This is an optimization exercise on Yosys and OpenROAD, whose aim is small area, a short achievable clock period and few clock cycles, not a production implementation.
In this exercise RTL edits were held to simulation tests only and were not proved equivalent to the original.
The clock port is modelled as an ideal driver; clocking choices that lean on that would not hold on a real chip.
Power figures rest on the tool's default switching activity, not on a simulated workload.

run A:
==> flow/design.v (excerpt) <==
module stream_top (
  input  logic                   bus_clk,
  input  logic                   rst_n,
  input  logic                   w32_open,
  input  logic                   w32_wren,
  input  logic [31:0]            w32_data,
  input  logic                   r32_open,
  input  logic                   r32_rden,
  input  logic                   lite_wren,
  input  logic [3:0]             lite_wstrb,
  input  logic                   lite_rden,
  input  logic [31:0]            lite_addr,
  input  logic [31:0]            lite_wr_data,
  input  logic                   mem_wren,
  input  logic [7:0]             mem_wdata,
  input  logic                   mem_rden,
  input  logic [4:0]             mem_addr,
  output logic                   w32_full,
  output logic [31:0]            r32_data,
  output logic                   r32_empty,
  output logic [31:0]            lite_rd_data,
  output logic [7:0]             mem_rdata
);
  stream_pkg::offsets_t offsets;
  stream_pkg::sample_t  offset_sum;
  logic                 offsets_written;
  lite_regs i_lite_regs (
    .bus_clk(bus_clk), .rst_n(rst_n),
  ...
Size: roughly 1400 flip-flops, ~200 I/O pins, roughly 0.055 mm² of cells after synthesis.
clock: 5.0 ns
lec_check: 0
cap_margin: 20
core_margin: 2
core_utilization: 40
setup_slack_margin: 2.5
slew_margin: 20
run.sh (not shown) runs the stock make flow with config.mk's settings and CLKGATE_MAP_FILE= SYNTH_SCRIPT=/design/flow/synth_recipe.tcl, a recipe that flattens the netlist after the stock synthesis.
Testbench counts of run A, summed over its fixed seeds: cycles 2,056.
Inputs modified between run A and run B:
Settings: CTS_CLUSTER_SIZE newly set to 20; CTS_BUF_LIST newly set to sky130_fd_sc_hd__clkbuf_16; CTS_CLUSTER_DIAMETER newly set to 100.
==> flow/flow/run.sh (new file) <==
#!/bin/bash
# Standard layout, with the port buffers made from buf_4 instead of the
# default delay buffer.
set -euo pipefail
bash standard.sh "BUFFER_PORTS_ARGS=-buffer_cell sky130_fd_sc_hd__buf_4" finish > standard_make.log 2>&1
==> flow/standard.sh (new file) <==
#!/bin/bash
# synth_recipe.tcl (not shown) runs the flow's synth.tcl, then flattens the netlist and writes it again
# the make line also repeats each setting of config.mk as NAME=value (left out here)
make -C /OpenROAD-flow-scripts/flow DESIGN_CONFIG=/design/flow/config.mk WORK_HOME=/design/flow/orfs CLKGATE_MAP_FILE= SYNTH_SCRIPT=/design/flow/synth_recipe.tcl "${@:-finish}"
removed: flow/run.sh
- In the flow results for run A and run B, the detail-routed via count per cell is smaller on run A.
- Run B reports its end point of the critical path as i_lite_regs.lane_mem[30][31] while run A reports i_lite_regs.bus_rd_data[11].
- In terms of number of synthesized register bits, run B and run A differ only marginally.
- Run B reports a lower total wirelength of the detailed-routed design than run A does.
- Changes observed in run B relative to run A: number of buffers inserted during clock tree synthesis has decreased, final area lower.
- Run B closes out successfully: all stages finished, all timing, DRC and antenna checks passed.
The inputs of run C differ from those of run B as listed below.
==> flow/run.sh (new file) <==
#!/bin/bash
# synth_recipe.tcl (not shown) runs the flow's synth.tcl, then flattens the netlist and writes it again
# the make line also repeats each setting of config.mk as NAME=value (left out here)
make -C /OpenROAD-flow-scripts/flow DESIGN_CONFIG=/design/flow/config.mk WORK_HOME=/design/flow/orfs CLKGATE_MAP_FILE= SYNTH_SCRIPT=/design/flow/synth_recipe.tcl finish
removed: flow/flow/run.sh
removed: flow/standard.sh
## What came out
- ~same total power in run B and run C
- Run C reports its capture point of the critical path as i_lite_regs.bus_rd_data[1] while run B reports i_lite_regs.lane_mem[30][31].
- In run C, the clock latency at the later pin of the worst-skew pair came out 0.02 ns above the value in run B.
- Switching portion of total power: run C vs run B — no meaningful difference
- When run C is measured against run B, its met2 track demand over resource in global routing turns out 0.90 points higher.
- Run C contains more vias than run B.


== ember ==
Another version of the RTL of stream_top (not shown whole).
For scale: roughly 3100 cells after synthesis, about 55000 µm² of cells after synthesis.
export LEC_CHECK = 0
export CAP_MARGIN = 20
export CORE_MARGIN = 2
export CORE_UTILIZATION = 60
export CTS_BUF_LIST = sky130_fd_sc_hd__clkbuf_16
export CTS_CLUSTER_DIAMETER = 100
export CTS_CLUSTER_SIZE = 20
export SETUP_SLACK_MARGIN = 2.7
export SLEW_MARGIN = 20
export TNS_END_PERCENT = 40
create_clock -name core_clock -period 5.0 [get_ports {bus_clk}]
standard.sh (not shown) runs the stock make flow with config.mk's settings and CLKGATE_MAP_FILE= SYNTH_SCRIPT=/design/flow/synth_recipe.tcl, a recipe that flattens the netlist after the stock synthesis.
==> flow/flow/run.sh <==
#!/bin/bash
# Standard layout, with the delay-cell port buffers swapped for buf_4 after
# clock tree synthesis (flow/swap_io.tcl).
set -euo pipefail
here=$(pwd)
bash standard.sh "POST_CTS_TCL=$here/flow/swap_io.tcl" finish > standard_make.log 2>&1
==> flow/flow/swap_io.tcl <==
# Runs at the end of the standard CTS step. The port buffers the standard
# flow inserts are delay cells (clkdlybuf4s50); sizing that keeps each
# cell's footprint cannot turn them into plain buffers, so swap them for
# buf_4 here, then repair timing and legalise again.
set n 0
foreach inst [get_cells *] {
  if {[string match "sky130_fd_sc_hd__clkdlybuf4s*" [get_property $inst ref_name]]} {
    replace_cell $inst sky130_fd_sc_hd__buf_4
    incr n
  }
}
puts "swap_io: replaced $n delay buffers with buf_4"
estimate_parasitics -placement
repair_timing_helper
detailed_placement
check_placement -verbose
Testbench counts of ember, summed over its fixed seeds: cycles 2,056.
#### Input delta (violet over ember)
- SETUP_SLACK_MARGIN now 2.5, was 2.7
- CORE_UTILIZATION now 50, was 60
==> flow/run.sh (new file) <==
#!/bin/bash
# synth_recipe.tcl (not shown) runs the flow's synth.tcl, then flattens the netlist and writes it again
# the make line also repeats each setting of config.mk as NAME=value (left out here)
make -C /OpenROAD-flow-scripts/flow DESIGN_CONFIG=/design/flow/config.mk WORK_HOME=/design/flow/orfs CLKGATE_MAP_FILE= SYNTH_SCRIPT=/design/flow/synth_recipe.tcl finish
removed: flow/flow/run.sh
removed: flow/flow/swap_io.tcl
removed: flow/standard.sh
Results
violet: flow completed, timing, DRC and antenna clean
violet vs ember, timing endpoint of the critical path: i_lite_regs.bus_rd_data[2] vs i_sum.sum[15]
violet ends up with a initial standard-cell utilization of the core that is 10 points lower than in ember.
The xor/xnor cell area share of the yosys netlist of ember and that of violet are within noise of each other.
Comparing first-pass iteration count of the detailed router for ember and violet, the smaller number came from violet.
Relative to ember, wire length on met1 increased by 5.5% in violet.
Worst hold-check slack, ember and violet, lower one = ember.
There was hardly any difference in wire length between ember and violet.
Comparing ember and violet, global-route usage is higher on ember.
Taking ember as the reference point, the fraction of final layout cells with drive strength greater than 1 of violet falls by 8.7 points.
Wire length of the first global-routing pass essentially unchanged between ember and violet.
violet vs ember: share of the clock period used by the worst path up in violet
Side by side, worst reg-to-reg path cell count turned out higher in violet than in ember.
#### Input delta (zinc over violet)
- CORE_UTILIZATION: 50 -> 60
- CTS_CLUSTER_DIAMETER: 100 -> 80
- CTS_BUF_LIST: sky130_fd_sc_hd__clkbuf_16 -> sky130_fd_sc_hd__clkbuf_8
- CTS_CLUSTER_SIZE: 20 -> 16
--- outcome ---
- Summary of zinc over violet: die outline area down about 16%, end-of-flow core utilization up 10 points, wire length down 2.7%.
- lite_wren as the launch point of the worst path was reported by zinc, and lite_addr[3] by violet.
- Cell count was higher in violet than in zinc.
- Going from violet to zinc, setup slack of the critical path after layout decreased by 0.085 ns relative to the old numbers; upper clock frequency limit decreased by 3.2% relative to the old numbers.
Setup changes, zinc to willow
- SETUP_SLACK_MARGIN changed from 2.5 to 3.0
- CTS_CLUSTER_DIAMETER changed from 80 to 100
- CTS_CLUSTER_SIZE changed from 16 to 20
- CTS_BUF_LIST changed from sky130_fd_sc_hd__clkbuf_8 to sky130_fd_sc_hd__clkbuf_16
- TNS_END_PERCENT removed (was 40)
==> summary.txt <==
Compared with zinc, willow shows a number of vias per cell that is 3.0% higher.
Number of gates given a new drive strength after cts (willow vs. zinc) increases by more than 100%
In the tables for zinc and willow, time the worst path needs with I/O delays and setup reads higher with zinc.
Compared with zinc, willow is hungrier on power.
Delta (willow minus zinc): aggregate routed wire length grew by about 15%; synthesized instance count held steady; setup fix buffers added after clock tree synthesis grew by 386; utilization grew by 10 points.
Modified inputs, quartz compared to willow
- setting TNS_END_PERCENT to 40 for the first time
- changing SETUP_SLACK_MARGIN from 3.0 to 2.5
==> summary.txt <==
- Status | willow and quartz | clean
- quartz — total power about 4.3% lower, willow as reference
- Going from willow to quartz, the portion of total power attributed to the clock network was found to have gone up by 1.2 points.
- Fmax: quartz below willow
- Wire length: quartz vs willow down 12%
- willow → quartz: arrival time at the worst endpoint went down; half-perimeter wire length after detailed placement went up; non-clock buffer count went down; buffer levels on the longest clock path did not really move.
- Looking at design area across willow and quartz, the one that comes out lower is quartz.
- The via count in quartz is 0.910 times that in willow.
- In the metrics for willow and quartz, the one carrying the higher share of the clock period used by the worst path after layout is quartz.


## job 4552
Starting RTL as in the previous note.
Design stream_top, start of the top module:
module stream_top (
  input  logic                   bus_clk,
  input  logic                   rst_n,
  input  logic                   w32_open,
  input  logic                   w32_wren,
  input  logic [31:0]            w32_data,
  input  logic                   r32_open,
  input  logic                   r32_rden,
  input  logic                   lite_wren,
  input  logic [3:0]             lite_wstrb,
  input  logic                   lite_rden,
  input  logic [31:0]            lite_addr,
  input  logic [31:0]            lite_wr_data,
  input  logic                   mem_wren,
  input  logic [7:0]             mem_wdata,
  input  logic                   mem_rden,
  input  logic [4:0]             mem_addr,
  output logic                   w32_full,
  output logic [31:0]            r32_data,
  output logic                   r32_empty,
  output logic [31:0]            lite_rd_data,
  output logic [7:0]             mem_rdata
);
==> flow/config.mk <==
export PLATFORM = sky130hd
export DESIGN_NAME = stream_top
export DESIGN_NICKNAME = stream_top
export VERILOG_FILES = /design/flow/design.v
export SDC_FILE = /design/flow/constraint.sdc
export NUM_CORES = 4
export LEC_CHECK = 0
export CAP_MARGIN = 20
export CORE_MARGIN = 2
export CORE_UTILIZATION = 60
export CTS_BUF_LIST = sky130_fd_sc_hd__clkbuf_16
export CTS_CLUSTER_DIAMETER = 100
export CTS_CLUSTER_SIZE = 20
export SETUP_SLACK_MARGIN = 2.9
export SLEW_MARGIN = 20
export TNS_END_PERCENT = 40
==> flow/constraint.sdc <==
create_clock -name core_clock -period 5.0 [get_ports {bus_clk}]
set_input_delay 1.0000 -clock core_clock [delete_from_list [all_inputs] [get_ports {bus_clk}]]
set_output_delay 1.0000 -clock core_clock [all_outputs]
set_load 0.01 [all_outputs]
==> flow/flow/run.sh <==
#!/bin/bash
# Standard layout, with the delay-cell port buffers swapped for buf_4 after
# clock tree synthesis (flow/swap_io.tcl).
set -euo pipefail
here=$(pwd)
bash standard.sh "POST_CTS_TCL=$here/flow/swap_io.tcl" finish > standard_make.log 2>&1
==> flow/flow/swap_io.tcl <==
# Runs at the end of the standard CTS step. The port buffers the standard
# flow inserts are delay cells (clkdlybuf4s50); sizing that keeps each
# cell's footprint cannot turn them into plain buffers, so swap them for
# buf_4 here, then repair timing and legalise again.
set n 0
foreach inst [get_cells *] {
  if {[string match "sky130_fd_sc_hd__clkdlybuf4s*" [get_property $inst ref_name]]} {
    replace_cell $inst sky130_fd_sc_hd__buf_4
    incr n
  }
}
puts "swap_io: replaced $n delay buffers with buf_4"
estimate_parasitics -placement
repair_timing_helper
detailed_placement
check_placement -verbose
Testbench counts of job 4552, summed over its fixed seeds: cycles 2,056.
Here is what was changed in the inputs of job 7692 compared with job 4552.
- removing TNS_END_PERCENT (formerly 40)
- setting PLACE_DENSITY to 0.8 for the first time
- changing SETUP_SLACK_MARGIN from 2.9 to 2.5
==> flow/run.sh (new file) <==
#!/bin/bash
# synth_recipe.tcl (not shown) runs the flow's synth.tcl, then flattens the netlist and writes it again
# the make line also repeats each setting of config.mk as NAME=value (left out here)
make -C /OpenROAD-flow-scripts/flow DESIGN_CONFIG=/design/flow/config.mk WORK_HOME=/design/flow/orfs CLKGATE_MAP_FILE= SYNTH_SCRIPT=/design/flow/synth_recipe.tcl finish
removed: flow/flow/run.sh
removed: flow/flow/swap_io.tcl
removed: flow/standard.sh
--- outcome ---
- Job 7692 vs job 4552, slowest stage cell on the critical path: and3_2 vs ha_1
- Run comparison: job 4552 critical path start-end classification reg2reg; job 7692 critical path start-end classification in2reg
- Diff job 4552 -> job 7692 | fmax | down by a few percent
- Going from job 4552 to job 7692, critical path depth -3; maximum vdd drop saw an increase.
## Diff of input files: job 8064 against job 7692
- setting TNS_END_PERCENT to 40 for the first time
- changing CORE_UTILIZATION from 60 to 50
- removing PLACE_DENSITY (formerly 0.8)
==> flow/flow/run.sh (new file) <==
#!/bin/bash
# Standard layout, with the delay-cell port buffers swapped for buf_4 after
# clock tree synthesis (flow/swap_io.tcl).
set -euo pipefail
here=$(pwd)
bash standard.sh "POST_CTS_TCL=$here/flow/swap_io.tcl" finish > standard_make.log 2>&1
==> flow/flow/swap_io.tcl (new file) <==
# Runs at the end of the standard CTS step. The port buffers the standard
# flow inserts are delay cells (clkdlybuf4s50); sizing that keeps each
# cell's footprint cannot turn them into plain buffers, so swap them for
# buf_4 here, then repair timing and legalise again.
set n 0
foreach inst [get_cells *] {
  if {[string match "sky130_fd_sc_hd__clkdlybuf4s*" [get_property $inst ref_name]]} {
    replace_cell $inst sky130_fd_sc_hd__buf_4
    incr n
  }
}
puts "swap_io: replaced $n delay buffers with buf_4"
estimate_parasitics -placement
repair_timing_helper
detailed_placement
check_placement -verbose
==> flow/standard.sh (new file) <==
#!/bin/bash
# synth_recipe.tcl (not shown) runs the flow's synth.tcl, then flattens the netlist and writes it again
# the make line also repeats each setting of config.mk as NAME=value (left out here)
make -C /OpenROAD-flow-scripts/flow DESIGN_CONFIG=/design/flow/config.mk WORK_HOME=/design/flow/orfs CLKGATE_MAP_FILE= SYNTH_SCRIPT=/design/flow/synth_recipe.tcl "${@:-finish}"
removed: flow/run.sh
[summary]
Share of total power in the clock network up 0.3 points in job 8064 wrt job 7692
In terms of insertion delay to the later sink of the worst-skew pair, job 8064 and job 7692 differ only marginally.
For the non-clock buffer count, job 8064 came in 61 higher than job 7692 did.
Job 8064 has more setup slack than job 7692.


alpha:
Starting RTL as in the previous note.
clock: 5.0 ns
lec_check: 0
cap_margin: 20
core_margin: 2
core_utilization: 60
cts_buf_list: sky130_fd_sc_hd__clkbuf_16
cts_cluster_diameter: 100
cts_cluster_size: 20
setup_slack_margin: 2.5
slew_margin: 20
tns_end_percent: 40
==> flow/flow/run.sh <==
#!/bin/bash
# Standard layout, with the delay-cell port buffers swapped for buf_4 after
# clock tree synthesis (flow/swap_io.tcl).
set -euo pipefail
here=$(pwd)
bash standard.sh "POST_CTS_TCL=$here/flow/swap_io.tcl" finish > standard_make.log 2>&1
==> flow/flow/swap_io.tcl <==
# Runs at the end of the standard CTS step. The port buffers the standard
# flow inserts are delay cells (clkdlybuf4s50); sizing that keeps each
# cell's footprint cannot turn them into plain buffers, so swap them for
# buf_4 here, then repair timing and legalise again.
set n 0
foreach inst [get_cells *] {
  if {[string match "sky130_fd_sc_hd__clkdlybuf4s*" [get_property $inst ref_name]]} {
    replace_cell $inst sky130_fd_sc_hd__buf_4
    incr n
  }
}
puts "swap_io: replaced $n delay buffers with buf_4"
estimate_parasitics -placement
repair_timing_helper
detailed_placement
check_placement -verbose
Testbench counts of alpha, summed over its fixed seeds: cycles 2,056.
## Diff of input files: beta against alpha
- swapping 40 for 10 in TNS_END_PERCENT
==> flow/run.sh (new file) <==
#!/bin/bash
# synth_recipe.tcl (not shown) runs the flow's synth.tcl, then flattens the netlist and writes it again
# the make line also repeats each setting of config.mk as NAME=value (left out here)
make -C /OpenROAD-flow-scripts/flow DESIGN_CONFIG=/design/flow/config.mk WORK_HOME=/design/flow/orfs CLKGATE_MAP_FILE= SYNTH_SCRIPT=/design/flow/synth_recipe.tcl finish
removed: flow/flow/run.sh
removed: flow/flow/swap_io.tcl
removed: flow/standard.sh
### Flow results
- Net switching share of the total power: beta vs alpha — no meaningful difference
- Min global-route total usage across every layer across alpha and beta: beta
- beta vs alpha, instance count: beta lower
- Final cell utilization of the core ends up higher on alpha.
- Going from alpha to beta, met2 track demand over resource decreased by 0.36 points relative to the old numbers; worst slack at placement increased by 0.014 ns relative to the old numbers; wire length decreased by about 1.5% relative to the old numbers.
- Comparing alpha and beta, the higher clock share of power was measured on beta.
- From beta to alpha, mapped cell area did not move at all.
Edits applied to the flow inputs when going from beta to gamma:
- a deleted TNS_END_PERCENT that had been 10
Clock skew after layout: gamma > beta
Compared with beta, gamma instantiates a larger number of cells.
When gamma is set beside beta, its final critical-path share of the clock period turns out to be 3.1 points smaller.
o32a_1 as the library cell contributing the largest single delay on the critical path was reported by gamma, and and3_2 by beta.
Detail-routed via count per cell (lower): gamma
On reported net switching power, gamma does worse than beta.
Of beta and gamma, the run reporting the higher design area was gamma.
beta → gamma: routed metal-1 wirelength saw an increase, worst hold slack after final layout saw a decrease, number of fill cells saw a decrease.

==> static timing again, ports no longer ideal <==
How much do the figures lean on ideal ports? The routed layouts below were timed once more, with nothing changed but the port constraints.
Step 1: set_driving_cell puts a clkbuf_16 on bus_clk and a buf_2 on each other input, an assumption about the parent block.
Step 2 adds t to the input delays and takes it off the output delays; t is the mean of the earliest and latest rising clock arrival at the registers after step 1. Input paths then give back, and output paths get back, about the clock's delay inside the block.
a / b / c = no drivers / after step 1 / after step 2; a / b = the first two.
run	t, ns	setup WS [ns]	worst hold slack (ns)	latest minus earliest clock arrival (ns)
run A	0.844	2.437 / 2.405 / 1.561	0.251 / 0.206 / 0.472	0.059 / 0.058
run B	0.796	2.193 / 2.192 / 1.396	0.247 / 0.199 / 0.482	0.054 / 0.054
run C	0.798	2.431 / 2.443 / 1.645	0.297 / 0.249 / 0.478	0.075 / 0.075
ember	0.750	2.611 / 2.557 / 1.806	0.361 / 0.329 / 0.487	0.032 / 0.033
violet	0.758	2.452 / 2.454 / 1.696	0.399 / 0.365 / 0.485	0.046 / 0.047
zinc	0.872	2.367 / 2.413 / 1.541	0.289 / 0.256 / 0.494	0.044 / 0.044
willow	0.758	2.499 / 2.493 / 1.735	0.379 / 0.347 / 0.495	0.051 / 0.051
quartz	0.736	2.470 / 2.468 / 1.746	0.370 / 0.338 / 0.482	0.039 / 0.038
job 4552	0.745	2.542 / 2.504 / 1.759	0.345 / 0.312 / 0.482	0.038 / 0.038
job 7692	0.761	2.452 / 2.422 / 1.661	0.416 / 0.386 / 0.479	0.044 / 0.044
job 8064	0.758	2.461 / 2.431 / 1.672	0.394 / 0.359 / 0.490	0.045 / 0.045
alpha	0.737	2.476 / 2.470 / 1.733	0.387 / 0.357 / 0.492	0.045 / 0.044
beta	0.732	2.285 / 2.249 / 1.581	0.418 / 0.392 / 0.493	0.030 / 0.029
gamma	0.760	2.437 / 2.431 / 1.671	0.348 / 0.315 / 0.482	0.030 / 0.030
After both steps every run listed still meets setup and hold. For run A, which loses most, drivers alone change the setup slack by -0.032 ns; drivers and shift together by -0.876 ns.
